Source: an optimization exercise on an open RTL-to-GDS flow (aim: small area, a short achievable clock period and few clock cycles). Production flows keep margins and buffers that such runs may drop. Where RTL was checked, it was by simulation tests only, not by an equivalence proof against the original. The RTL of run 1 was laid out without a check of its function.

<file path="flow/flow/margin.txt">
9.5
</file>
<file path="flow/design.v">
`default_nettype none
package isaPkg;
	typedef enum logic [3:0] {
		COND_EQ = 4'b0000,
		COND_NE = 4'b0001,
		COND_CS = 4'b0010,
		COND_CC = 4'b0011,
		COND_MI = 4'b0100,
		COND_PL = 4'b0101,
		COND_VS = 4'b0110,
		COND_VC = 4'b0111,
		COND_HI = 4'b1000,
		COND_LS = 4'b1001,
		COND_GE = 4'b1010,
		COND_LT = 4'b1011,
		COND_GT = 4'b1100,
		COND_LE = 4'b1101,
		COND_AL = 4'b1110
	} condCode_t;
	typedef enum logic [1:0] {
		OP_DP     = 2'b00,
		OP_MEM    = 2'b01,
		OP_BRANCH = 2'b10
	} opClass_t;
	typedef enum logic [3:0] {
		FN_AND = 4'b0000,
		FN_EOR = 4'b0001,
		FN_SUB = 4'b0010,
		FN_ADD = 4'b0100,
		FN_ORR = 4'b1100
	} dpFunct_t;
	typedef enum logic [2:0] {
		ALU_ADD = 3'b000,
		ALU_SUB = 3'b001,
		ALU_AND = 3'b010,
		ALU_ORR = 3'b011,
		ALU_EOR = 3'b100,
		ALU_MUL = 3'b101
	} aluOp_t;
	typedef struct packed {
		logic n;
		logic z;
		logic c;
		logic v;
	} aluFlags_t;
endpackage
`default_nettype wire
`default_nettype none
package ctrlPkg;
	typedef enum logic [3:0] {
		FETCH    = 4'd0,
		DECODE   = 4'd1,
		MEMADR   = 4'd2,
		MEMRD    = 4'd3,
		MEMWB    = 4'd4,
		MEMWR    = 4'd5,
		EXECUTER = 4'd6,
		EXECUTEI = 4'd7,
		ALUWB    = 4'd8,
		BRANCH   = 4'd9
	} cpuState_t;
	typedef enum logic [1:0] {
		SRCB_REG  = 2'b00,
		SRCB_IMM  = 2'b01,
		SRCB_STEP = 2'b10
	} srcBSel_t;
	typedef enum logic [1:0] {
		RES_ALUOUT = 2'b00,
		RES_DATA   = 2'b01,
		RES_ALU    = 2'b10
	} resultSel_t;
	typedef enum logic [1:0] {
		IMM_8      = 2'b00,
		IMM_12     = 2'b01,
		IMM_BRANCH = 2'b10
	} immSel_t;
endpackage
`default_nettype wire
`default_nettype none
module armCore (
	input  logic        clk,
	input  logic        reset,
	input  logic [31:0] readData,
	output logic        memWrite,
	output logic [31:0] adr,
	output logic [31:0] writeData
);
	logic [31:0] regs [0:14];
	logic        fN, fZ, fC, fV;
	logic [31:0] pcReg;             
	logic [31:0] ir;
	logic        irValid;
	logic [3:0]  raA, raB;          
	logic [31:0] pc8D;              
	logic        irFok;             
	logic        eValid;
	logic [3:0]  eCond, eFn, eRd;
	logic        eDP, eMul, eLoad, eB, ePred, eS, eArith, eSub, eRdPc;
	logic        eMemGo;            
	logic        memWReg;
	logic [31:0] opA, opB;          
	logic [31:0] dAdr;              
	logic [31:0] wdReg;             
	logic [2:0]  mulCnt;            
	logic        mulFirst;          
	function automatic logic condOk(input logic [3:0] c, input logic n, input logic z,
	                                input logic cf, input logic v);
		case (c)
			4'b0000: condOk = z;
			4'b0001: condOk = !z;
			4'b0010: condOk = cf;
			4'b0011: condOk = !cf;
			4'b0100: condOk = n;
			4'b0101: condOk = !n;
			4'b0110: condOk = v;
			4'b0111: condOk = !v;
			4'b1000: condOk = cf && !z;
			4'b1001: condOk = !(cf && !z);
			4'b1010: condOk = (n == v);
			4'b1011: condOk = (n != v);
			4'b1100: condOk = !z && (n == v);
			4'b1101: condOk = !(!z && (n == v));
			4'b1110: condOk = 1'b1;
			default: condOk = 1'b0;
		endcase
	endfunction
	function automatic logic [32:0] addPP(input logic [31:0] a, input logic [31:0] b, input logic ci);
		logic [31:0] p, g, pp, gg, c;
		p = a ^ b;
		g = a & b;
		gg = g;
		pp = p;
		gg[0] = g[0] | (p[0] & ci);
		for (int l = 0; l < 5; l++) begin
			logic [31:0] gn, pn;
			gn = gg;
			pn = pp;
			for (int i = 0; i < 32; i++) begin
				if ((i >> l) & 1) begin
					int j;
					j = ((i >> l) << l) - 1;
					gn[i] = gg[i] | (pp[i] & gg[j]);
					pn[i] = pp[i] & pp[j];
				end
			end
			gg = gn;
			pp = pn;
		end
		c = {gg[30:0], ci};
		addPP = {gg[31], p ^ c};
	endfunction
	logic        condE, passE, mulStep, mulFin, eBusy;
	assign condE   = condOk(eCond, fN, fZ, fC, fV);
	assign passE   = eValid && condE;
	assign mulFin  = (mulCnt == 3'd4);
	assign mulStep = passE && eMul && !mulFin;
	assign eBusy   = mulStep;
	logic [32:0] sum;
	logic [31:0] res;
	assign sum = addPP(opA, opB, eSub);
	always_comb begin
		res = sum[31:0];
		if (eDP) begin
			case (eFn)
				4'b0000: res = opA & opB;
				4'b0001: res = opA ^ opB;
				4'b1100: res = opA | opB;
				default: res = sum[31:0];
			endcase
		end
	end
	function automatic logic [11:0] boothEnc(input logic [8:0] w);
		logic [11:0] e;
		for (int i = 0; i < 4; i++) begin
			logic x2, x1, x0;
			x2 = w[2 * i + 2];
			x1 = w[2 * i + 1];
			x0 = w[2 * i];
			e[i]     = x1 ^ x0;
			e[4 + i] = (x2 && !x1 && !x0) || (!x2 && x1 && x0);
			e[8 + i] = x2 && !(x1 && x0);
		end
		boothEnc = e;
	endfunction
	logic [3:0]  bOne, bTwo, bNeg;
	logic [8:0]  rsNext;
	logic [31:0] csS, csC;
	always_comb begin
		case (mulCnt[1:0])
			2'd0:    rsNext = opB[23:15];
			2'd1:    rsNext = opB[15:7];
			default: rsNext = {opB[7:0], 1'b0};
		endcase
	end
	function automatic logic [63:0] csa(input logic [31:0] a, input logic [31:0] b, input logic [31:0] c);
		logic [31:0] s, k;
		s = a ^ b ^ c;
		k = (a & b) | (a & c) | (b & c);
		csa = {k[30:0], 1'b0, s};
	endfunction
	logic [31:0] row [0:5];
	logic [31:0] l1 [0:3];
	logic [31:0] l2 [0:2];
	always_comb begin
		for (int i = 0; i < 4; i++) begin
			logic [31:0] mag;
			mag = bOne[i] ? opA : (bTwo[i] ? {opA[30:0], 1'b0} : 32'd0);
			row[i] = (mag ^ {32{bNeg[i]}}) << (2 * i);
		end
		row[4] = mulFirst ? 32'd0 : {dAdr[23:0], 8'd0};
		row[5] = {mulFirst ? 24'd0 : wdReg[23:0],
		          1'b0, bNeg[3], 1'b0, bNeg[2], 1'b0, bNeg[1], 1'b0, bNeg[0]};
		{l1[1], l1[0]} = csa(row[0], row[1], row[2]);
		{l1[3], l1[2]} = csa(row[3], row[4], row[5]);
		{l2[1], l2[0]} = csa(l1[0], l1[1], l1[2]);
		l2[2] = l1[3];
		{csC, csS} = csa(l2[0], l2[1], l2[2]);
	end
	logic        ldE, wen, jumpE;
	logic [31:0] wd, jumpTarget;
	assign ldE        = eMemGo && eLoad;
	assign wd         = ldE ? readData : res;
	assign wen        = (passE && ((eDP && !eRdPc) || (eMul && mulFin))) || (ldE && !eRdPc);
	assign jumpE      = (passE && eDP && eRdPc) || (ldE && eRdPc) || (eValid && eB && (condE != ePred));
	assign jumpTarget = ldE ? readData : res;
	always_ff @(posedge clk) begin
		if (wen)
			regs[eRd] <= wd;
	end
	always_ff @(posedge clk or posedge reset) begin
		if (reset) begin
			fN <= 1'b0;
			fZ <= 1'b0;
			fC <= 1'b0;
			fV <= 1'b0;
		end else if (passE && eS && ((eDP && !eRdPc) || (eMul && mulFin))) begin
			fN <= res[31];
			fZ <= (res == 32'd0);
			if (eArith) begin
				fC <= sum[32];
				fV <= !(opA[31] ^ opB[31]) && (opA[31] ^ sum[31]);
			end
		end
	end
	logic        isDP, isMem, isB, isMul, immOp, isLoad, isPcAdd;
	logic [3:0]  fn, rdF, rnF;
	assign isMul  = (ir[27:22] == 6'b000000) && (ir[7:4] == 4'b1001);
	assign isDP   = (ir[27:26] == 2'b00) && !isMul;
	assign isMem  = (ir[27:26] == 2'b01);
	assign isB    = (ir[27:26] == 2'b10);
	assign immOp  = ir[25];
	assign isLoad = ir[20];
	assign fn     = ir[24:21];
	assign rdF    = isMul ? ir[19:16] : ir[15:12];
	assign rnF    = ir[19:16];
	assign isPcAdd = isDP && immOp && fn == 4'b0100 && !ir[20] && rnF == 4'd15
	               && ir[15:12] == 4'd15 && ir[11:8] == 4'd0;
	logic [31:0] rdA, rdB, rdAf, rdBf;
	logic [15:0] selA, selB;
	assign selA = 16'(1) << raA;
	assign selB = 16'(1) << raB;
	always_comb begin
		rdA = selA[15] ? pc8D : 32'd0;
		rdB = selB[15] ? pc8D : 32'd0;
		for (int r = 0; r < 15; r++) begin
			if (selA[r]) rdA = rdA | regs[r];
			if (selB[r]) rdB = rdB | regs[r];
		end
	end
	assign rdAf = (wen && raA == eRd) ? wd : rdA;
	assign rdBf = (wen && raB == eRd) ? wd : rdB;
	logic condD, flagsBusy, dStall, dAdv, dTake, memGoD, isSub, needFall;
	assign condD     = condOk(ir[31:28], fN, fZ, fC, fV);
	assign flagsBusy = eValid && eS && (eDP || eMul);
	assign dStall    = (isMem && ((eValid && (eDP || eMul || eLoad) && eRd == rnF)
	                              || (ir[31:28] != 4'b1110 && flagsBusy)))
	                || (isMul && eValid && (eDP || eMul || eLoad) && eRd == raB);
	assign dAdv      = irValid && !eBusy && !dStall && !jumpE;
	assign needFall  = !flagsBusy && !condD;
	assign dTake     = dAdv && ((isB && (needFall || !irFok)) || (isPcAdd && !needFall));
	assign memGoD    = isMem && condD;
	assign isSub     = isDP && (fn == 4'b0010);
	logic [31:0] addD, offB;
	assign offB = {{6{ir[23]}}, ir[23:0], 2'b00};
	logic [32:0] addDc;
	assign addDc = addPP(rdA, (isMem || isPcAdd) ? {20'd0, ir[11:0]} : offB, 1'b0);
	assign addD  = addDc[31:0];
	logic [31:0] dTarget;
	assign dTarget = needFall ? {pc8D[31:2] - 30'd1, pc8D[1:0]} : addD;
	logic [31:0] opBD;
	always_comb begin
		if (isB || isPcAdd)
			opBD = (needFall && isB) ? offB : 32'hFFFF_FFFC;
		else if (immOp && isDP)
			opBD = {24'd0, ir[7:0]} ^ {32{isSub}};
		else
			opBD = rdBf ^ {32{isSub}};
	end
	function automatic logic [3:0] portA(input logic [31:0] i);
		if (i[27:26] == 2'b10)
			portA = 4'd15;
		else if (i[27:22] == 6'b000000 && i[7:4] == 4'b1001)
			portA = i[3:0];
		else
			portA = i[19:16];
	endfunction
	function automatic logic [3:0] portB(input logic [31:0] i);
		if (i[27:26] == 2'b01)
			portB = i[15:12];
		else if (i[27:22] == 6'b000000 && i[7:4] == 4'b1001)
			portB = i[11:8];
		else
			portB = i[3:0];
	endfunction
	logic        fBr, fOk;
	logic [7:0]  fT;
	assign fBr = (readData[27:26] == 2'b10);
	logic [6:0]  pcLo2;
	logic [32:0] fSum;
	assign pcLo2 = {1'b0, pcReg[7:2]} + 7'd2;
	assign fSum  = addPP({25'd0, pcLo2}, {{26{readData[5]}}, readData[5:0]}, 1'b0);
	assign fT    = fSum[7:0];
	assign fOk = (readData[23:5] == 19'd0 || readData[23:5] == 19'h7FFFF) && fT[7:6] == 2'b00;
	logic irLoad;
	assign irLoad = !eMemGo && (!irValid || dAdv) && !jumpE && !dTake;
	logic [31:0] pcOther, pcNext;
	assign pcOther = jumpE ? jumpTarget : dTake ? dTarget
	               : irLoad ? {pcReg[31:2] + 30'd1, pcReg[1:0]} : pcReg;
	assign pcNext  = (irLoad && fBr) ? {pcReg[31:8], fT[5:0], pcReg[1:0]} : pcOther;
	logic [1:0] lzB;
	logic [8:0] rsFirst;
	assign lzB = (rdB[31:7] == 25'd0) ? 2'd3 : (rdB[31:15] == 17'd0) ? 2'd2
	           : (rdB[31:23] == 9'd0) ? 2'd1 : 2'd0;
	always_comb begin
		case (lzB)
			2'd0:    rsFirst = rdB[31:23];
			2'd1:    rsFirst = rdB[23:15];
			2'd2:    rsFirst = rdB[15:7];
			default: rsFirst = {rdB[7:0], 1'b0};
		endcase
	end
	always_ff @(posedge clk or posedge reset) begin
		if (reset) begin
			pcReg   <= 32'd0;
			irValid <= 1'b0;
			eValid  <= 1'b0;
			eMemGo  <= 1'b0;
			memWReg <= 1'b0;
			mulCnt  <= 3'd0;
		end else begin
			if (mulStep)
				mulCnt <= mulCnt + 3'd1;
			else if (dAdv)
				mulCnt <= {1'b0, lzB};
			pcReg <= pcNext;
			if (jumpE || dTake)
				irValid <= 1'b0;
			else if (irLoad)
				irValid <= 1'b1;
			else if (dAdv)
				irValid <= 1'b0;
			if (!eBusy) begin
				eValid  <= dAdv;
				eMemGo  <= dAdv && memGoD;
				memWReg <= dAdv && memGoD && !isLoad;
			end
		end
	end
	always_ff @(posedge clk) begin
		if (irLoad) begin
			ir   <= readData;
			raA  <= portA(readData);
			raB  <= portB(readData);
			pc8D <= {pcReg[31:2] + 30'd2, pcReg[1:0]};
			irFok <= fOk;
		end
		if (dAdv) begin
			eCond  <= ir[31:28];
			eFn    <= fn;
			eRd    <= rdF;
			eDP    <= isDP && !isPcAdd;
			eMul   <= isMul;
			eLoad  <= isLoad;
			eB     <= isB || isPcAdd;
			ePred  <= !needFall;
			eS     <= ir[20];
			eArith <= isDP && (fn == 4'b0010 || fn == 4'b0100);
			eSub   <= isSub;
			eRdPc  <= (rdF == 4'd15);
			opA    <= rdAf;
			opB    <= opBD;
			{bNeg, bTwo, bOne} <= boothEnc(rsFirst);
		end else if (mulStep)
			{bNeg, bTwo, bOne} <= boothEnc(rsNext);
		if (dAdv)
			mulFirst <= 1'b1;
		else if (mulStep)
			mulFirst <= 1'b0;
		if (!dAdv && mulStep && mulCnt == 3'd3) begin
			opA <= csS;
			opB <= csC;
		end
		dAdr  <= mulStep ? csS : addD;
		wdReg <= mulStep ? csC : rdBf;
	end
	assign adr       = eMemGo ? dAdr : pcReg;
	assign memWrite  = memWReg;
	assign writeData = wdReg;
endmodule
`default_nettype wire
</file>
<file path="flow/flow/run.sh">
#!/bin/bash
# Standard layout (the standard.sh: ORFS from the standard synthesis to
# finish), with two changes passed to ORFS's make:
#  - repair_timing aims for the setup slack margin in flow/margin.txt (ns),
#    at each stage where the standard flow repairs timing;
#  - clock tree synthesis inserts no dummy loads.
# Each tool's output goes to standard.log and ORFS's own logs under orfs/logs.
set -euo pipefail
MARGIN=$(cat flow/margin.txt)
bash standard.sh SETUP_SLACK_MARGIN=$MARGIN \
	"CTS_ARGS=-sink_clustering_enable -repair_clock_nets -dont_use_dummy_load" \
	finish > standard.log 2>&1
</file>
<file path="flow/standard.sh">
#!/bin/bash
# synth_recipe.tcl (not shown) runs the flow's synth.tcl, then flattens the netlist and writes it again
# the make line also repeats each setting of config.mk as NAME=value (left out here)
make -C /OpenROAD-flow-scripts/flow DESIGN_CONFIG=/design/flow/config.mk WORK_HOME=/design/flow/orfs CLKGATE_MAP_FILE= SYNTH_SCRIPT=/design/flow/synth_recipe.tcl "${@:-finish}"
</file>
<file path="flow/config.mk">
export PLATFORM = sky130hd
export DESIGN_NAME = armCore
export DESIGN_NICKNAME = armCore
export VERILOG_FILES = /design/flow/design.v
export SDC_FILE = /design/flow/constraint.sdc
export NUM_CORES = 4
export LEC_CHECK = 0
export CAP_MARGIN = 20
export CORE_MARGIN = 2
export CORE_UTILIZATION = 60
export SLEW_MARGIN = 20
export TNS_END_PERCENT = 10
</file>
<file path="flow/constraint.sdc">
create_clock -name core_clock -period 14.0 [get_ports {clk}]
set_input_delay 2.8000 -clock core_clock [delete_from_list [all_inputs] [get_ports {clk}]]
set_output_delay 2.8000 -clock core_clock [all_outputs]
set_load 0.01 [all_outputs]
</file>
==> results of run 1 <==
-- cell type report --
cell class,count,area [um^2],share of cell area
Tap cell,1050,1314,0.02391
Sequential cell,757,21860,0.3978
Antenna cell,4,10.01,0.0001822
Clock buffer,82,2052,0.03734
Inverter,264,1013,0.01844
Multi-Input combinational cell,3146,24670,0.4490
Timing Repair Buffer,401,4031,0.07336
-- timing repair --
action / CTS / global route
endpoints found under the setup margin: 317 / 293
pin swaps: 42 / 41
setup buffers: 94 / 65
gates cloned: 14 / 6
resized for setup: 238 / 109
-- state kept, by name, indices dropped and copies added, names as in the netlist, 32 cells and up --
| name | count |
|---|---|
| dAdr | 32 |
| ir | 32 |
| opA | 32 |
| opB | 32 |
| pc8D | 32 |
| pcReg | 32 |
| regs | 480 |
| wdReg | 32 |
-- critical path, cell delays in order (launching register included) --
cell and delay, ns:
edfxtp_1 0.35, buf_8 0.41, buf_8 0.42, nand2b_1 0.56, nor3_1 1.01, a221oi_1 0.20
o2111ai_1 0.18, a221oi_2 0.15, mux2i_1 0.47, mux2i_1 0.17, xnor2_1 0.16, o221ai_1 0.29
nand2_1 0.09
-- cells in the mapped netlist (18+ instances only) --
cell | n | share of area
a211oi_1 | 25 | 0.0039
a21o_1 | 26 | 0.0041
a21oi_1 | 167 | 0.017
a221oi_1 | 149 | 0.027
a22o_1 | 139 | 0.025
a22oi_1 | 195 | 0.031
a31oi_1 | 23 | 0.0030
and2_1 | 34 | 0.0045
and3_1 | 28 | 0.0037
buf_1 | 31 | 0.0024
buf_2 | 23 | 0.0024
clkbuf_1 | 249 | 0.020
dfrtp_1 | 43 | 0.023
dfxtp_1 | 66 | 0.028
edfxtp_1 | 648 | 0.41
fa_1 | 113 | 0.047
ha_1 | 128 | 0.034
inv_1 | 262 | 0.021
mux2_2 | 77 | 0.018
mux2i_1 | 147 | 0.031
nand2_1 | 395 | 0.031
nand2b_1 | 72 | 0.0094
nand3_1 | 52 | 0.0054
nand4_1 | 74 | 0.0097
nor2_1 | 268 | 0.021
nor2b_1 | 24 | 0.0031
nor3_1 | 68 | 0.0071
nor4_1 | 31 | 0.0041
o211ai_1 | 31 | 0.0049
o21a_1 | 18 | 0.0028
o21ai_0 | 211 | 0.022
o221ai_1 | 29 | 0.0053
o22ai_1 | 36 | 0.0047
o31ai_1 | 23 | 0.0036
xnor2_1 | 176 | 0.032
xor2_1 | 89 | 0.016
-- final timing paths --
check	to	cells past startpoint	from	slack (ns)
max	opB[5]	12	raB[3]	9.06
min	eCond[0]	0	ir[28]	0.52
max reg2reg	opB[5]	12	raB[3]	9.06
min reg2reg	eCond[0]	0	ir[28]	0.52
max in group asynchronous	pcReg[3]	3	reset	10.76
min in group asynchronous	pcReg[7]	3	reset	2.68
-- metal layers --
metal  global-route usage  share of wire  vias up
met5                    0        0.00027        -
li1                     -              -    17155
met2               0.7312           0.42     4125
met1               0.6127           0.33    20275
met3               0.1545           0.15     1158
met4               0.3869           0.11        8
-- stage by stage --
stage | cell area [um^2] | setup WS [ns] | cells | hold WS (ns)
2_1_floorplan | 47800 | 8.301 | 4494 | 0.4434
3_3_place_gp | 49940 | 8.283 | 5437 | 0.4711
3_5_place_dp | 49970 | 8.336 | 5438 | 0.4969
4_1_cts | 53840 | 9.098 | 5628 | 0.5117
5_1_grt | 54940 | 8.994 | 5700 | 0.5183
6_report | 54950 | 9.058 | 5704 | 0.5183
-- layout by cell type (no fill, tap or decap), types with 30 or more instances in the layout --
| master | count |
|---|---|
| nand2_1 | 387 |
| a22o_1 | 139 |
| clkbuf_16 | 87 |
| edfxtp_1 | 648 |
| xnor2_1 | 175 |
| dfxtp_1 | 66 |
| and2_1 | 30 |
| o21ai_0 | 189 |
| dfrtp_1 | 40 |
| mux2i_1 | 146 |
| buf_4 | 233 |
| a21oi_1 | 157 |
| a22oi_1 | 195 |
| o22ai_1 | 35 |
| nor3_1 | 57 |
| nor2_1 | 248 |
| nand3_1 | 51 |
| fa_1 | 110 |
| inv_1 | 252 |
| nand2b_1 | 67 |
| nand4_1 | 74 |
| ha_1 | 119 |
| mux2_2 | 68 |
| a221oi_1 | 137 |
| clkdlybuf4s50_1 | 64 |
| o211ai_1 | 31 |
| xor2_1 | 87 |
-- logic make-up after synthesis --
group | Yosys count | share of synthesized area
XOR/XNOR | 265 | 0.04856
multiplexers | 243 | 0.05725
flip-flops | 757 | 0.4573
buffers and inverters | 594 | 0.05081
adder cells (fa/ha/maj) | 241 | 0.08084
AND/OR/NAND/NOR | 1174 | 0.1220
AO/OA/AOI/OAI | 1220 | 0.1832
==> results.toml, run 1 <==
[global_routing]
globalRouteTotalUtil = 0.4975
grt_pass1_wl_um = 289300
antenna_found_initial = 6
grt_pass1_vias = 39539
global_route.overflow_total = 0
pin_count_of_the_biggest_net_entering_global_routing = 104

[floorplanning]
core_area_um2 = 78870
initial_cell_density_of_the_core = 0.6060
rows = 103
die_height_um = 286.2
die_area_um2 = 81930
die-width_um = 286.2
floorplan.io_pins = 99

[sta]
worst_pin_slew_ns = 1.302
drv_slew = 0
fmax_mhz = 202.4
grt_setup_unrepaired = "true"
setup_violations_final = 0
layout_worst_path_cycle_share = 0.3530
timing.setup.tns_ns = 0
worst_relative_slew_slack = 0.1288
finalCriticalPeriod_ns = 4.942
report.final.hold_viol_count = 0
skew_ns = 0.08630

[synthesis]
synthesis.yosys.warnings = 4
yosys.cell_types.count = 110
seq_area_frac_synth = 0.4573
register_bit_total_from_synthesis = 757
synth_enable_flop_cells = 648
post_synth_inst_count = 4494
syn_nets = 4769
ys_async_sr_fraction = 0.05680
mappedNetlistArea_um2 = 47800
synthFlopType = "edfxtp_1"
postSynthAreaPerCell_um2 = 10.64

[route]
first_iter_violations = 8122
residual_drc = 0
route.detailed.vias_per_inst = 7.490
wl_per_cell_um = 36.70
finalWirelength_um = 209300
firstDrtPassIters = 9
routed-via-count = 42721
antenna_violating_nets_remaining = 0

[critical_path]
worst_setup_path_start_kind = "flip-flop"
worstSetupPathType = "flip-flop to flip-flop"
worst-endpoint-required_ns = 14.35
critPathMaxFanout = 63
cp.arrival_ns = 5.29
end_kind = "flip-flop"

[hold_path]
hold_path_class = "flip-flop to flip-flop"

[placement]
detailedPlacementHpwl_um = 137800
place.port_buffers = 98
routabilityCongestion = 1.042

[clock_network]
h-tree-depth = 3
root_buffer = "clkbuf_16"
cts_tree = "yes"
cts-buffers-inserted = 82
cts.path.max_buffers = 3
worstSkewPairLatency_ns = 0.69
cts.hold.buffers_added = 0
path_clk_slew_ns = 0.06
clock_sink_count = 757

[status]
status = "timing/DRC/antenna clean"

[job]
max_cap_violations = 0

[finish]
final_core_util = 0.6967
area_growth_pct = 14.97
num-fill-cells = 5873
fraction_of_layout_instances_using_a_drive_strength_above_1 = 0.1516
finalNetCount = 4927
==> run 2: changes to the inputs <==
--- a/flow/design.v
+++ b/flow/design.v
@@ -90,7 +90,7 @@
 	logic [31:0] pcReg;             
 	logic [31:0] ir;
 	logic        irValid;
-	logic [3:0]  raA, raB;          
+	logic [15:0] selA, selB;        
 	logic [31:0] pc8D;              
 	logic        irFok;             
 	logic        eValid;
@@ -256,9 +256,6 @@
 	assign isPcAdd = isDP && immOp && fn == 4'b0100 && !ir[20] && rnF == 4'd15
 	               && ir[15:12] == 4'd15 && ir[11:8] == 4'd0;
 	logic [31:0] rdA, rdB, rdAf, rdBf;
-	logic [15:0] selA, selB;
-	assign selA = 16'(1) << raA;
-	assign selB = 16'(1) << raB;
 	always_comb begin
 		rdA = selA[15] ? pc8D : 32'd0;
 		rdB = selB[15] ? pc8D : 32'd0;
@@ -267,14 +264,14 @@
 			if (selB[r]) rdB = rdB | regs[r];
 		end
 	end
-	assign rdAf = (wen && raA == eRd) ? wd : rdA;
-	assign rdBf = (wen && raB == eRd) ? wd : rdB;
+	assign rdAf = (wen && selA[eRd]) ? wd : rdA;
+	assign rdBf = (wen && selB[eRd]) ? wd : rdB;
 	logic condD, flagsBusy, dStall, dAdv, dTake, memGoD, isSub, needFall;
 	assign condD     = condOk(ir[31:28], fN, fZ, fC, fV);
 	assign flagsBusy = eValid && eS && (eDP || eMul);
 	assign dStall    = (isMem && ((eValid && (eDP || eMul || eLoad) && eRd == rnF)
 	                              || (ir[31:28] != 4'b1110 && flagsBusy)))
-	                || (isMul && eValid && (eDP || eMul || eLoad) && eRd == raB);
+	                || (isMul && eValid && (eDP || eMul || eLoad) && selB[eRd]);
 	assign dAdv      = irValid && !eBusy && !dStall && !jumpE;
 	assign needFall  = !flagsBusy && !condD;
 	assign dTake     = dAdv && ((isB && (needFall || !irFok)) || (isPcAdd && !needFall));
@@ -283,10 +280,8 @@
 	logic [31:0] addD, offB;
 	assign offB = {{6{ir[23]}}, ir[23:0], 2'b00};
 	logic [32:0] addDc;
-	assign addDc = addPP(rdA, (isMem || isPcAdd) ? {20'd0, ir[11:0]} : offB, 1'b0);
+	assign addDc = addPP(rdA, (isMem || isPcAdd) ? {20'd0, ir[11:0]} : (needFall ? 32'hFFFF_FFFC : offB), 1'b0);
 	assign addD  = addDc[31:0];
-	logic [31:0] dTarget;
-	assign dTarget = needFall ? {pc8D[31:2] - 30'd1, pc8D[1:0]} : addD;
 	logic [31:0] opBD;
 	always_comb begin
 		if (isB || isPcAdd)
@@ -324,7 +319,7 @@
 	logic irLoad;
 	assign irLoad = !eMemGo && (!irValid || dAdv) && !jumpE && !dTake;
 	logic [31:0] pcOther, pcNext;
-	assign pcOther = jumpE ? jumpTarget : dTake ? dTarget
+	assign pcOther = jumpE ? jumpTarget : dTake ? addD
 	               : irLoad ? {pcReg[31:2] + 30'd1, pcReg[1:0]} : pcReg;
 	assign pcNext  = (irLoad && fBr) ? {pcReg[31:8], fT[5:0], pcReg[1:0]} : pcOther;
 	logic [1:0] lzB;
@@ -369,8 +364,8 @@
 	always_ff @(posedge clk) begin
 		if (irLoad) begin
 			ir   <= readData;
-			raA  <= portA(readData);
-			raB  <= portB(readData);
+			selA <= 16'(1) << portA(readData);
+			selB <= 16'(1) << portB(readData);
 			pc8D <= {pcReg[31:2] + 30'd2, pcReg[1:0]};
 			irFok <= fOk;
 		end
==> flow/flow/margin.txt (replaced) <==
9.1
==> run 2 against run 1 <==
Compared with the run above:
- flip-flop and latch count up 24
- still clean on timing, DRC and antenna
- final cell count is 6.5% lower
- sequential share of layout area up 4.3 points
- global-route usage is 2.0 points lower
- critical endpoint is now adr[7]
- synthesized cell count down 5.4%
- clock-buffer cell count grew 4
- area after synthesis is 3.0% lower
- first-iteration DRC count is 12% lower
==> results.toml, run 2 <==
[status]
status = "timing/DRC/antenna clean"

[critical_path]
worstReg2RegStart = "selB[4]"
worstSetupPathType = "flip-flop to output port"
critPathMaxFanout = 4
cp_num_buf_inv = 2
cpMaxStageDelayCell = "dfrtp_4"
critical-path-max-stage-delay_ns = 0.54
critical-path-top-delay-family = "buffers and inverters"
worst-endpoint-required_ns = 11.20
critPathLaunch = "eMemGo"
worst_setup_path_start_kind = "flip-flop"
timing.critical_path.cells = "buf_4, mux2_2, clkdlybuf4s50_1"
end_kind = "output port"
cp.arrival_ns = 2.35

[floorplanning]
core_area_um2 = 76200
die_height_um = 282.0
floorplan.io_pins = 99
initial_cell_density_of_the_core = 0.6085
die-width_um = 282.0
die_area_um2 = 79520
rows = 101

[hold_path]
min-delay-start = "ir[24]"
hold_path_class = "flip-flop to flip-flop"

[finish]
fraction_of_layout_instances_using_a_drive_strength_above_1 = 0.09353
area_growth_pct = 10.57
registers.top_by_ff_count = "regs"
largest_reg_flops = 480
finalNetCount = 4574
stdcell_area_um2 = 51270
final_common_cell = "edfxtp_1"
final_cell_mix = "672 x edfxtp_1, 342 x nand2_1, 282 x a22oi_1, 262 x inv_1, 260 x nor2_1"

[sta]
report.final.hold_viol_count = 0
worst_pin_slew_ns = 1.027
worst_relative_slew_slack = 0.3149
fmax_mhz = 194.1
skew_ns = 0.1132
layout_worst_path_cycle_share = 0.3679
timing.setup.tns_ns = 0
finalCriticalPeriod_ns = 5.151
grt_setup_unrepaired = "true"
drv_slew = 0
setup_violations_final = 0

[clock_network]
cts-buffers-inserted = 86
h-tree-depth = 3
cts.path.max_buffers = 3
clock_sink_count = 781
root_buffer = "clkbuf_16"
cts_tree = "yes"
worstSkewPairLatency_ns = 0.69
path_clk_slew_ns = 0.06

[synthesis]
mappedNetlistArea_um2 = 46370
register_bit_total_from_synthesis = 781
post_synth_inst_count = 4252
syn_nets = 4526
yosysMostFrequentCell = "edfxtp_1"
synthFlopType = "edfxtp_1"
seq_area_frac_synth = 0.4869
synth_area_leader_cell = "edfxtp_1"
synth.area.top_cells = "edfxtp_1 44%, fa_1 4.9%, a22oi_1 4.6%"
synth_enable_flop_cells = 672
yosys.cell_types.count = 90
synth.top_cell.area_share = 0.4352
ys_async_sr_fraction = 0.05506
synthesis.yosys.warnings = 4
postSynthAreaPerCell_um2 = 10.90
ys_top_cells_by_count = "672 x edfxtp_1, 344 x nand2_1, 283 x a22oi_1, 272 x nor2_1, 263 x inv_1"

[placement]
detailedPlacementHpwl_um = 126000
place.port_buffers = 98
routabilityCongestion = 1.005
postPlaceCellArea_um2 = 48460

[route]
finalWirelength_um = 192000
residual_drc = 0
firstDrtPassIters = 6
first_iter_violations = 7149
wl_per_cell_um = 36.00
routed-via-count = 39792
antenna_violating_nets_remaining = 0
route.detailed.vias_per_inst = 7.461

[global_routing]
grt_pass1_vias = 36762
grt_pass1_wl_um = 267100
globalRouteTotalUtil = 0.4779
global_route.overflow_total = 0
antenna_found_initial = 12
pin_count_of_the_biggest_net_entering_global_routing = 73

[job]
max_cap_violations = 0
[run 2: timing repair]
item	in CTS	in global routing
hold buffers	0	0
hold endpoints to repair	0	0
pin swaps	8	2
gates resized for setup	38	20
endpoints found under the setup margin	140	229
gates cloned	2	1
buffers inserted	10	41
[run 2: cells by family after synthesis]
kind of cell / count (synthesis) / share of synthesized area
adders and majority gates: 240 / 0.08306
and+or+nand+nor: 1056 / 0.1098
muxes: 124 / 0.03082
AOI/OAI and AO/OA: 1251 / 0.1978
DFF: 781 / 0.4869
xor gates and xnor gates: 229 / 0.04342
buffers and inverters: 571 / 0.04811
[run 2: worst paths after layout]
kind	end	slack [ns]	depth (start not counted)
worst max-delay path	adr[7]	8.85	3
worst min-delay path	eFn[3]	0.55	0
worst max register to register	bTwo[3]	8.88	11
worst min register to register	eFn[3]	0.55	0
max in group asynchronous	pcReg[2]	10.73	3
min in group asynchronous	pcReg[24]	2.67	3
[run 2: per-layer routing]
metal,vias up,global-route usage,wire [um]
met5,-,0,80
met4,12,0.3442,17120
met3,913,0.1559,28630
met2,3620,0.6899,80360
met1,19150,0.6056,65810
li1,16097,-,-
[run 2: final cells by class]
type                    count  area, um^2
fillers                  5893       24930
flip-flops and latches    781       22590
multi-input cells        2901       21950
repair buffers            265        2276
clock buffers              86        2152
well taps                1030        1289
inverters                 265       997.2
diodes                      5       12.51
[run 2: stage by stage]
| step | utilization | std cells | hold slack (ns) | setup WS, ns |
|---|---|---|---|---|
| after floorplan | - | 4252 | 0.4372 | 8.336 |
| after global placement | 0.6359 | 5188 | 0.5392 | 7.987 |
| after detailed placement | 0.6360 | 5188 | 0.5427 | 7.839 |
| after CTS | 0.6672 | 5286 | 0.5463 | 8.850 |
| after global routing | 0.6726 | 5328 | 0.5610 | 8.868 |
| final | 0.6728 | 5333 | 0.5513 | 8.849 |
Testbench counts of run 2, summed over its fixed seeds: cycles 23,856.
==> run 3: changes to the inputs <==
==> flow/flow/margin.txt (replaced) <==
10
==> run 3 against run 2 <==
Compared with the run above:
- still clean
- maximum frequency rose by 4.8%
- worst hold slack worse by 0.0031 ns
- clock-buffer cell count stayed put
- clock skew up 0.0030 ns
==> results.toml, run 3 <==
[route]
antenna_violating_nets_remaining = 0
wl_per_cell_um = 36.45
residual_drc = 0
first_iter_violations = 7249
firstDrtPassIters = 6
finalWirelength_um = 198500
route.detailed.vias_per_inst = 7.509
routed-via-count = 40899

[global_routing]
globalRouteTotalUtil = 0.4905
use_met2 = 0.7035
grt_pass1_vias = 37667
global_route.overflow_total = 0
grt_pass1_wl_um = 273800
m1_gr_usage = 0.6072
busiest_layer = "met2"
pin_count_of_the_biggest_net_entering_global_routing = 73
grt.met3_usage = 0.1732
antenna_found_initial = 9

[sta]
drv_slew = 0
finalCriticalPeriod_ns = 4.914
fmax_mhz = 203.5
skew_ns = 0.1162
layout_worst_path_cycle_share = 0.3510
setup_violations_final = 0
grt_setup_unrepaired = "true"
report.final.hold_viol_count = 0
timing.setup.tns_ns = 0
worst_relative_slew_slack = 0.2999
worst_pin_slew_ns = 1.046

[clock_network]
cts_tree = "yes"
cts.path.max_buffers = 3
root_buffer = "clkbuf_16"
cts-buffers-inserted = 86
worstSkewPairLatency_ns = 0.69
clock_sink_count = 781
path_clk_slew_ns = 0.06
h-tree-depth = 3

[finish]
final_cell_mix = "672 x edfxtp_1, 337 x nand2_1, 282 x a22oi_1, 260 x inv_1, 249 x nor2_1"
largest_reg_flops = 480
final_common_cell = "edfxtp_1"
fraction_of_layout_instances_using_a_drive_strength_above_1 = 0.1588
registers.top_by_ff_count = "regs"
area_growth_pct = 15.38
fin_cells = 5447
finalNetCount = 4690

[critical_path]
cp.arrival_ns = 5.38
critPathMaxFanout = 8
worstSetupPathType = "flip-flop to flip-flop"
end_kind = "flip-flop"
worst_setup_path_start_kind = "flip-flop"
worst-endpoint-required_ns = 14.46

[floorplanning]
floorplan.io_pins = 99
die_height_um = 282.0
die_area_um2 = 79520
core_area_um2 = 76200
initial_cell_density_of_the_core = 0.6085
rows = 101
die-width_um = 282.0

[synthesis]
seq_area_frac_synth = 0.4869
synth_area_leader_cell = "edfxtp_1"
synthFlopType = "edfxtp_1"
yosysMostFrequentCell = "edfxtp_1"
synth.area.top_cells = "edfxtp_1 44%, fa_1 4.9%, a22oi_1 4.6%"
syn_nets = 4526
post_synth_inst_count = 4252
synthesis.yosys.warnings = 4
ys_top_cells_by_count = "672 x edfxtp_1, 344 x nand2_1, 283 x a22oi_1, 272 x nor2_1, 263 x inv_1"
mappedNetlistArea_um2 = 46370
ys_async_sr_fraction = 0.05506
synth_enable_flop_cells = 672
synth.top_cell.area_share = 0.4352
yosys.cell_types.count = 90
postSynthAreaPerCell_um2 = 10.90
register_bit_total_from_synthesis = 781

[placement]
place.port_buffers = 98
place_inst = 5188
detailedPlacementHpwl_um = 126000
routabilityCongestion = 1.005

[hold_path]
hold_path_class = "flip-flop to flip-flop"

[status]
status = "timing/DRC/antenna clean"

[job]
max_cap_violations = 0
[run 3: metrics by stage]
stage / hold slack (ns) / cell area (um^2) / worst slack, ns / utilization
floorplan: 0.4372 / 46390 / 8.336 / -
global placement: 0.5392 / 48460 / 7.987 / 0.6359
detailed placement: 0.5427 / 48460 / 7.839 / 0.6360
CTS: 0.5463 / 52360 / 9.205 / 0.6872
global route: 0.5610 / 53490 / 9.023 / 0.7019
finish: 0.5482 / 53500 / 9.086 / 0.7020
[run 3: area by class of cell]
type,instances,area (um^2)
antenna,3,7.507
sequential,781,22590
fill,5586,22710
clock buffer,86,2152
inverter,265,1011
multi-input combinational,2903,22950
timing repair buffer,379,3497
tap,1030,1289
[run 3: layer usage]
layer / vias up / share of wire / wire length (um)
met2: 3949 / 0.41 / 82130
met4: 12 / 0.097 / 19350
met1: 19559 / 0.33 / 66080
li1: 16348 / - / -
met5: - / 0.00040 / 80
met3: 1031 / 0.16 / 30900
[run 3: critical path, stage by stage (launching register included)]
cell and delay, ns:
edfxtp_1 0.41, nor2b_1 0.18, a221oi_1 0.32, nor2_1 0.08, a221o_2 0.42, nor3_4 0.22
buf_6 0.15, buf_12 0.13, nor2_4 0.03, a21oi_2 0.14, ha_1 0.27, a21o_1 0.24
a2111oi_4 0.46, o21bai_4 0.16, a311o_1 0.41, buf_4 0.17, a31oi_4 0.18, o2bb2ai_4 0.16
nor2_1 0.07, o31a_1 0.26, mux2_2 0.27
[run 3: cells by family after synthesis]
| family | synth area share |
|---|---|
| simple gates | 0.1098 |
| flops | 0.4869 |
| compound gates | 0.1978 |
| xor+xnor | 0.04342 |
| mux | 0.03082 |
| buf+inv | 0.04811 |
| fa+ha+maj | 0.08306 |
[run 3: what timing repair did]
action	CTS	global route
resized for setup	409	166
setup buffers	93	66
gates cloned	8	3
setup endpoints to repair	749	560
hold buffers	0	0
pin swaps	106	66
hold endpoints to repair	0	0
[run 3: path summary, 6_finish.rpt]
path	from	endpoint	slack [ns]	cells after the start
min in group asynchronous	reset	pcReg[24]	2.68	3
min reg2reg	ir[24]	eFn[3]	0.55	0
min	ir[24]	eFn[3]	0.55	0
max in group asynchronous	reset	pcReg[2]	10.72	3
max reg2reg	ir[29]	dAdr[28]	9.09	20
max	ir[29]	dAdr[28]	9.09	20
==> run 4: changes to the inputs <==
==> flow/flow/margin.txt (replaced) <==
9.5
==> run 4 against run 3 <==
Compared with the run above:
- highest routed layer unchanged
- via count down 1.8%
- critical path depth down 2
- synthesized cell count unchanged
- wire length down 1.7%
- worst hold slack better by 0.00089 ns
- worst setup slack better by 0.091 ns
- first-iteration DRC count down 1.3%
- final cell count down 1.3%
==> results.toml, run 4 <==
[finish]
registers.top_by_ff_count = "regs"
area_growth_pct = 12.42
fin_cells = 5378
largest_reg_flops = 480
fraction_of_layout_instances_using_a_drive_strength_above_1 = 0.1198
final_core_util = 0.6840
final_cell_mix = "672 x edfxtp_1, 340 x nand2_1, 282 x a22oi_1, 262 x inv_1, 257 x nor2_1"
final_common_cell = "edfxtp_1"
finalNetCount = 4618

[floorplanning]
floorplan.io_pins = 99
die-width_um = 282.0
die_height_um = 282.0
initial_cell_density_of_the_core = 0.6085
die_area_um2 = 79520
core_area_um2 = 76200
rows = 101

[synthesis]
synth.area.top_cells = "edfxtp_1 44%, fa_1 4.9%, a22oi_1 4.6%"
synthFlopType = "edfxtp_1"
yosys.cell_types.count = 90
syn_nets = 4526
ys_top_cells_by_count = "672 x edfxtp_1, 344 x nand2_1, 283 x a22oi_1, 272 x nor2_1, 263 x inv_1"
mappedNetlistArea_um2 = 46370
postSynthAreaPerCell_um2 = 10.90
synth_enable_flop_cells = 672
synth_area_leader_cell = "edfxtp_1"
register_bit_total_from_synthesis = 781
synth.top_cell.area_share = 0.4352
seq_area_frac_synth = 0.4869
ys_async_sr_fraction = 0.05506
synthesis.yosys.warnings = 4
post_synth_inst_count = 4252
yosysMostFrequentCell = "edfxtp_1"

[global_routing]
pin_count_of_the_biggest_net_entering_global_routing = 73
grt.met3_usage = 0.1656
globalRouteTotalUtil = 0.4865
grt_pass1_vias = 37277
use_met2 = 0.7009
busiest_layer = "met2"
antenna_found_initial = 10
global_route.overflow_total = 0
grt_pass1_wl_um = 271600
m1_gr_usage = 0.6082

[critical_path]
critPathMaxFanout = 33
end_kind = "flip-flop"
cpMaxStageDelayCell = "a221oi_1"
critical-path-top-delay-family = "compound AO/OA/AOI/OAI gates"
worstSetupPathType = "flip-flop to flip-flop"
worst-endpoint-required_ns = 14.51
critical-path-max-stage-delay_ns = 0.41
cp.arrival_ns = 5.34
timing.critical_path.cells = "buf_4, a221oi_1, nand4_1, ha_2, fa_2, a21o_1, a21o_1, a2111oi_4, o21bai_4, buf_4, buf_6, buf_4, a21oi_1, o21bai_1, a21oi_1, xnor2_1, o21ai_0, a21oi_1"
cp_num_buf_inv = 4
worst_setup_path_start_kind = "flip-flop"

[clock_network]
cts.hold.buffers_added = 0
cts-buffers-inserted = 86
cts.path.max_buffers = 3
h-tree-depth = 3
cts_tree = "yes"
root_buffer = "clkbuf_16"
clock_sink_count = 781
worstSkewPairLatency_ns = 0.69
path_clk_slew_ns = 0.06

[route]
finalWirelength_um = 195200
antenna_violating_nets_remaining = 0
first_iter_violations = 7152
route.detailed.vias_per_inst = 7.470
routed-via-count = 40172
residual_drc = 0
wl_per_cell_um = 36.29
firstDrtPassIters = 8

[sta]
worst_relative_slew_slack = 0.3113
drv_slew = 0
layout_worst_path_cycle_share = 0.3445
final.setup.worst_slack_ns = 9.177
report.final.hold_viol_count = 0
skew_ns = 0.1138
timing.setup.tns_ns = 0
finalCriticalPeriod_ns = 4.823
worst_pin_slew_ns = 1.032
fmax_mhz = 207.3
grt_setup_unrepaired = "true"
setup_violations_final = 0

[hold_path]
hold_path_class = "flip-flop to flip-flop"

[job]
max_cap_violations = 0

[placement]
detailedPlacementHpwl_um = 126000
routabilityCongestion = 1.005
detailedPlace.worstSlack_ns = 7.839
place_inst = 5188
place.port_buffers = 98

[status]
status = "timing/DRC/antenna clean"
[run 4: cell types whose count changed in the layout (fill, tap and decap cells not counted), sizes merged, moves of 3 or more]
cell,change
diode,+3
clkdlybuf4s15,+9
dlygate4sd2,+4
clkdlybuf4s50,+7
buf,-92
clkbuf,-3
dlymetal6s2s,+5
[run 4: cells by family (layout without fill, tap and decap cells)]
kind of cell	after synthesis	count (layout)	share of synthesized area
other	0	6	0
muxes	124	124	0.03082
DFF	781	781	0.4869
xor gates and xnor gates	229	229	0.04342
buffers and inverters	571	660	0.04811
adders and majority gates	240	240	0.08306
and+or+nand+nor	1056	1057	0.1098
AOI/OAI and AO/OA	1251	1251	0.1978
[run 4: path summary, 6_finish.rpt]
path,cells past startpoint,end,slack [ns],from
hold reg to reg,0,eFn[3],0.55,ir[24]
min in group asynchronous,3,pcReg[24],2.67,reset
hold / removal,0,eFn[3],0.55,ir[24]
setup reg to reg,18,pcReg[15],9.18,selA[12]
max in group asynchronous,3,pcReg[2],10.72,reset
setup / recovery,18,pcReg[15],9.18,selA[12]
[run 4: final cells by class]
| class | instances | area (um^2) |
|---|---|---|
| Tap cell | 1030 | 1289 |
| Fill cell | 5788 | 24080 |
| Sequential cell | 781 | 22590 |
| Timing Repair Buffer | 309 | 2756 |
| Antenna cell | 6 | 15.01 |
| Inverter | 265 | 1002 |
| Multi-Input combinational cell | 2901 | 22320 |
| Clock buffer | 86 | 2152 |
[run 4: repair_timing]
| action | CTS | global route |
|---|---|---|
| cloned | 6 | 0 |
| gates resized for setup | 225 | 56 |
| pin swaps | 49 | 27 |
| endpoints found under the setup margin | 301 | 353 |
| buffers inserted | 65 | 27 |
[run 4: metrics by stage]
stage	hold slack, ns	cell area (um^2)
finish	0.5490	52130
global route	0.5610	52110
CTS	0.5463	51680
detailed placement	0.5427	48460
global placement	0.5392	48460
floorplan	0.4372	46390
[run 4: per-layer routing]
metal,up-vias,part of all wire
met4,8,0.096
met2,3728,0.42
met1,19238,0.34
li1,16186,-
met5,-,0.00024
met3,1012,0.15
==> run 5: changes to the inputs <==
--- a/flow/config.mk
+++ b/flow/config.mk
@@ -9,4 +9,4 @@
 export CORE_MARGIN = 2
 export CORE_UTILIZATION = 60
 export SLEW_MARGIN = 20
-export TNS_END_PERCENT = 10
+export TNS_END_PERCENT = 0
==> run 5 against run 4 <==
Compared with the run above:
- final area shrank 0.82%
- clock skew is essentially flat
==> results.toml, run 5 <==
[status]
status = "timing/DRC/antenna clean"

[clock_network]
cts-buffers-inserted = 86
h-tree-depth = 3
cts.hold.buffers_added = 0
worstSkewPairLatency_ns = 0.69
cts_tree = "yes"
cts.path.max_buffers = 3
path_clk_slew_ns = 0.06
root_buffer = "clkbuf_16"
clock_sink_count = 781

[placement]
detailedPlacementHpwl_um = 126000
detailedPlace.worstSlack_ns = 7.839
place.port_buffers = 98
postPlaceCellArea_um2 = 48460
place_inst = 5188
routabilityCongestion = 1.005

[route]
wl_per_cell_um = 36.22
residual_drc = 0
routed-via-count = 39903
antenna_violating_nets_remaining = 0
firstDrtPassIters = 7
finalWirelength_um = 193900
route.detailed.vias_per_inst = 7.454
first_iter_violations = 7030

[job]
max_cap_violations = 0

[synthesis]
synth_area_leader_cell = "edfxtp_1"
synthSimpleGateAreaFrac = 0.1098
ys_async_sr_fraction = 0.05506
yosysMostFrequentCell = "edfxtp_1"
synth_top_family_by_area = "compound AO/OA/AOI/OAI gates"
yosys.cell_types.count = 90
postSynthAreaPerCell_um2 = 10.90
synthesis.yosys.warnings = 4
synth_enable_flop_cells = 672
synth.area.top_cells = "edfxtp_1 44%, fa_1 4.9%, a22oi_1 4.6%"
synth_xor_xnor_area_share = 0.04342
syn_nets = 4526
synthFlopType = "edfxtp_1"
area_fraction_in_compound_gates_after_synthesis = 0.1978
yosys.area_share.adder = 0.08306
ys_top_cells_by_count = "672 x edfxtp_1, 344 x nand2_1, 283 x a22oi_1, 272 x nor2_1, 263 x inv_1"
synth.top_cell.area_share = 0.4352
mappedNetlistArea_um2 = 46370
post_synth_mux_area_share = 0.03082
post_synth_inst_count = 4252
register_bit_total_from_synthesis = 781
seq_area_frac_synth = 0.4869

[critical_path]
reg2reg_depth = 11
cp.arrival_ns = 5.29
critPathMaxFanout = 29
worst-endpoint-required_ns = 14.42
cpMaxStageDelayCell = "and4_1"
worst_setup_path_start_kind = "flip-flop"
critical-path-max-stage-delay_ns = 0.63
worstSetupPathType = "flip-flop to flip-flop"
r2r_slack_ns = 9.13
timing.critical_path.cells = "buf_4, a22o_1, a221oi_1, and4_1, nand2_1, or3_1, nor3_2, mux2i_2, nand4_1, o31a_1, a21oi_1"
end_kind = "flip-flop"

[sta]
worst_pin_slew_ns = 1.037
worst_relative_slew_slack = 0.3083
fmax_mhz = 205.2
layout_worst_path_cycle_share = 0.3481
final.setup.worst_slack_ns = 9.127
report.final.hold_viol_count = 0
setup_violations_final = 0
drv_slew = 0
grt_setup_unrepaired = "true"
timing.setup.tns_ns = 0
finalCriticalPeriod_ns = 4.873
skew_ns = 0.1143

[floorplanning]
die-width_um = 282.0
rows = 101
core_area_um2 = 76200
floorplan.io_pins = 99
die_height_um = 282.0
die_area_um2 = 79520
initial_cell_density_of_the_core = 0.6085

[global_routing]
antenna_found_initial = 4
grt_pass1_vias = 37076
global_route.overflow_total = 0
pin_count_of_the_biggest_net_entering_global_routing = 73
globalRouteTotalUtil = 0.4839
grt_pass1_wl_um = 270300

[hold_path]
hold_path_class = "flip-flop to flip-flop"
timing.hold.worst_path_depth = 0

[finish]
fin_cells = 5353
largest_reg_flops = 480
finalNetCount = 4598
stdcell_area_um2 = 51700
fraction_of_layout_instances_using_a_drive_strength_above_1 = 0.1097
area_growth_pct = 11.50
final_common_cell = "edfxtp_1"
registers.top_by_ff_count = "regs"
final_cell_mix = "672 x edfxtp_1, 341 x nand2_1, 282 x a22oi_1, 262 x inv_1, 258 x nor2_1"
-- run 5: changes by cell type in the layout (fill, tap and decap cells not counted), sizes merged --
cell	before	now
clkdlybuf4s50	58	64
diode	6	1
clkbuf	86	87
buf	227	206
dlymetal6s2s	7	1
-- run 5: repair_timing --
item	CTS	global route
gates resized for setup	182	46
buffers inserted	46	26
setup endpoints to repair	301	342
cloned	6	0
pin swaps	15	30
-- run 5: critical path, delay by kind of cell (launching register included) --
family	cells	cell delay [ns]
simple gates	5	2.01
compound gates	4	1.03
mux	1	0.59
flops	1	0.57
buf+inv	1	0.42
-- run 5: stage by stage --
step | utilization | hold WS (ns)
floorplan | - | 0.4372
global placement | 0.6359 | 0.5392
detailed placement | 0.6360 | 0.5427
CTS | 0.6737 | 0.5463
global route | 0.6784 | 0.5610
finish | 0.6784 | 0.5534
-- run 5: cell type report --
cell class	instances	area [um^2]
diodes	1	2.502
clock buffers	86	2152
fillers	5830	24500
inverters	265	997.2
multi-input cells	2901	22120
flip-flops and latches	781	22590
well taps	1030	1289
repair buffers	289	2551
-- run 5: worst paths after layout --
path	start	endpoint
min in group asynchronous	reset	pcReg[24]
setup reg to reg	selB[4]	bTwo[3]
max in group asynchronous	reset	pcReg[2]
hold reg to reg	ir[24]	eFn[3]
hold / removal	ir[24]	eFn[3]
setup / recovery	selB[4]	bTwo[3]
-- run 5: per-layer routing --
layer / share of wire / wire length [um] / GRT usage
met3: 0.15 / 29350 / 0.1625
met4: 0.094 / 18230 / 0.3620
met5: 0.00022 / 42 / 0
met1: 0.34 / 65570 / 0.6061
met2: 0.42 / 80670 / 0.6966
-- run 5: cells by family after synthesis --
group	Yosys count
fa+ha+maj	240
flops	781
simple gates	1056
xor+xnor	229
mux	124
compound gates	1251
buf+inv	571
==> run 6: changes to the inputs <==
--- a/flow/config.mk
+++ b/flow/config.mk
@@ -7,6 +7,6 @@
 export LEC_CHECK = 0
 export CAP_MARGIN = 20
 export CORE_MARGIN = 2
-export CORE_UTILIZATION = 60
+export CORE_UTILIZATION = 65
 export SLEW_MARGIN = 20
-export TNS_END_PERCENT = 0
+export TNS_END_PERCENT = 10
==> run 6 against run 5 <==
Compared with the run above:
- critical path type is now flip-flop to output port
- highest routed layer unchanged
- flip-flop and latch count is the same
- critical endpoint is now adr[29]
- critical path depth shrank 7
- largest cell class unchanged
- final area grew 0.90%
- die area shrank 7.6%
- area after synthesis is the same
==> results.toml, run 6 <==
[finish]
largest_reg_flops = 480
fraction_of_layout_instances_using_a_drive_strength_above_1 = 0.1249
area_growth_pct = 12.51
registers.top_by_ff_count = "regs"
stdcell_area_um2 = 52160
finalNetCount = 4625
multiInputGateArea_um2 = 22360
seq_area_um2 = 22580
num-fill-cells = 4841
final_common_cell = "edfxtp_1"
final_cell_mix = "672 x edfxtp_1, 339 x nand2_1, 282 x a22oi_1, 262 x inv_1, 254 x nor2_1"

[critical_path]
end_kind = "output port"
critical-path-max-stage-delay_ns = 0.45
regToRegEndpoint = "dAdr[28]"
cp.arrival_ns = 2.00
r2r_slack_ns = 9.22
critPathMaxFanout = 6
timing.critical_path.cells = "buf_12, buf_16, mux2_2, clkdlybuf4s15_2"
cpMaxStageDelayCell = "dfrtp_2"
cp_num_buf_inv = 3
critical_path_cell_count = 4
worst_setup_path_start_kind = "flip-flop"
worst-endpoint-required_ns = 11.20
reg2reg_depth = 18
critical_path.endpoint = "adr[29]"
worstReg2RegStart = "selA[14]"
critical-path-top-delay-family = "buffers and inverters"
critPathLaunch = "eMemGo"
worstSetupPathType = "flip-flop to output port"

[clock_network]
path_clk_slew_ns = 0.05
h-tree-depth = 3
cts-buffers-inserted = 83
root_buffer = "clkbuf_16"
worstSkewPairLatency_ns = 0.66
cts.path.max_buffers = 3
cts.hold.buffers_added = 0
cts_tree = "yes"
clock_sink_count = 781

[synthesis]
seq_area_frac_synth = 0.4869
post_synth_inst_count = 4252
synthesis.yosys.warnings = 4
yosysMostFrequentCell = "edfxtp_1"
ys_top_cells_by_count = "672 x edfxtp_1, 344 x nand2_1, 283 x a22oi_1, 272 x nor2_1, 263 x inv_1"
synth.area.top_cells = "edfxtp_1 44%, fa_1 4.9%, a22oi_1 4.6%"
synth_enable_flop_cells = 672
syn_nets = 4526
synthFlopType = "edfxtp_1"
synth_area_leader_cell = "edfxtp_1"
mappedNetlistArea_um2 = 46370
postSynthAreaPerCell_um2 = 10.90
ys_async_sr_fraction = 0.05506
synth.top_cell.area_share = 0.4352
register_bit_total_from_synthesis = 781
yosys.cell_types.count = 90

[floorplanning]
die_height_um = 271.1
die-width_um = 271.1
rows = 97
die_area_um2 = 73480
initial_cell_density_of_the_core = 0.6598
floorplan.io_pins = 99
core_area_um2 = 70270

[route]
route.detailed.vias_per_inst = 7.740
finalWirelength_um = 192500
routed-via-count = 40981
residual_drc = 0
firstDrtPassIters = 9
first_iter_violations = 7913
antenna_violating_nets_remaining = 0
wl_per_cell_um = 36.35

[global_routing]
busiest_layer = "met2"
antenna_found_initial = 13
m1_gr_usage = 0.6404
global_route.overflow_total = 0
pin_count_of_the_biggest_net_entering_global_routing = 68
grt_pass1_wl_um = 270300
use_met2 = 0.7256
grt.met3_usage = 0.2083
grt_pass1_vias = 37891
globalRouteTotalUtil = 0.5171

[hold_path]
hold_path_class = "flip-flop to flip-flop"
timing.hold.worst_path_depth = 0

[status]
status = "timing/DRC/antenna clean"

[placement]
routabilityCongestion = 1.071
postPlaceCellArea_um2 = 48300
detailedPlacementHpwl_um = 122000
place.port_buffers = 98

[sta]
worst_relative_slew_slack = 0.2637
skew_ns = 0.09480
timing.setup.tns_ns = 0
layout_worst_path_cycle_share = 0.3431
drv_slew = 0
fmax_mhz = 208.2
report.final.hold_viol_count = 0
grt_setup_unrepaired = "true"
worst_pin_slew_ns = 1.104
setup_violations_final = 0
finalCriticalPeriod_ns = 4.803

[job]
max_cap_violations = 0

[power]
run 6: cells by family after synthesis:
kind of cell    after synthesis  share of synthesized area
compound gates             1251                     0.1978
xor+xnor                    229                    0.04342
fa+ha+maj                   240                    0.08306
buf+inv                     571                    0.04811
flops                       781                     0.4869
mux                         124                    0.03082
simple gates               1056                     0.1098
run 6: final cells by class:
type / instances / share of cell area
clock buffers: 83 / 0.03982
diodes: 6 / 0.0002878
flip-flops and latches: 781 / 0.4329
multi-input cells: 2901 / 0.4287
inverters: 265 / 0.01912
well taps: 940 / 0.02255
repair buffers: 319 / 0.05663
run 6: how the worst min path moves through the flow:
stage,start,to
2_1_floorplan,pcReg[0],pc8D[0]
3_3_place_gp,ir[24],eFn[3]
3_5_place_dp,ir[24],eFn[3]
4_1_cts,ir[30],eCond[2]
5_1_grt,ir[20],eLoad
6_report,ir[20],eLoad
run 6: per-stage QoR:
stage                     utilization  cells  worst slack (ns)  hold slack, ns
after floorplan                     -   4252             8.336          0.4372
after global placement         0.6873   5092             8.074          0.5393
after detailed placement       0.6874   5092             8.010          0.5504
after CTS                      0.7318   5239             9.276          0.5714
after global routing           0.7421   5290             9.105          0.5540
final                          0.7423   5295             9.197          0.5688
run 6: worst reg2reg max path, cell delays in order (launching register included):
cell and delay, ns:
edfxtp_1 0.45, buf_12 0.22, a22o_1 0.25, a221oi_2 0.19, and3_1 0.19, nand4_1 0.09, buf_4 0.19, ha_2 0.18
fa_1 0.46, a21o_1 0.20, a21o_1 0.21, a2111oi_4 0.44, o21bai_4 0.18, a311o_2 0.49, a31oi_4 0.21, o2bb2ai_4 0.16
nor2_2 0.06, o31a_1 0.26, mux2_2 0.26
run 6: what timing repair did:
item | CTS | global route
resized for setup | 227 | 93
setup endpoints to repair | 375 | 364
pin swaps | 35 | 34
buffers inserted | 56 | 48
gates cloned | 8 | 2
run 6: layer usage:
metal,vias up,share of wire,wire length [um]
li1,16208,-,-
met1,19105,0.32,61020
met2,4456,0.41,78000
met3,1196,0.18,33920
met4,16,0.10,19340
met5,-,0.00097,187

[port drivers added, routing unchanged]
The flow's constraints put no driver on any port. The routed layouts listed below were extracted and timed again, unchanged, in two steps.
Step 1 (the two cells are an assumption about what drives the block):
set clk [get_ports {clk}]
set_driving_cell -lib_cell sky130_fd_sc_hd__clkbuf_16 $clk
set_driving_cell -lib_cell sky130_fd_sc_hd__buf_2 [delete_from_list [all_inputs] $clk]
Step 2 times the ports against the registers' clock, not the clock port: input delays grow and output delays shrink by t, the midpoint of the rising clock arrivals with the driver on.
Three values: ideal ports, drivers, drivers and shift; two values: the first two.
| run | t, ns | setup WS [ns] | hold WS [ns] | worst setup path after step 2 | clock arrival spread, ns |
|---|---|---|---|---|---|
| run 1 | 0.711 | 9.058 / 8.995 / 8.533 | 0.518 / 0.518 / 0.518 | input to register | 0.086 / 0.086 |
| run 2 | 0.700 | 8.849 / 8.783 / 8.345 | 0.551 / 0.551 / 0.551 | input to register | 0.113 / 0.113 |
| run 3 | 0.699 | 9.086 / 9.086 / 8.762 | 0.548 / 0.548 / 0.548 | input to register | 0.116 / 0.116 |
| run 4 | 0.701 | 9.177 / 9.124 / 8.621 | 0.549 / 0.549 / 0.549 | input to register | 0.114 / 0.114 |
| run 5 | 0.699 | 9.127 / 9.127 / 8.594 | 0.553 / 0.553 / 0.553 | input to register | 0.114 / 0.114 |
| run 6 | 0.681 | 9.197 / 9.131 / 8.579 | 0.569 / 0.569 / 0.569 | input to register | 0.097 / 0.097 |
After both steps setup and hold are still met in every run listed. For run 6, which loses most, drivers alone change the setup slack by -0.066 ns; drivers and shift together by -0.618 ns.
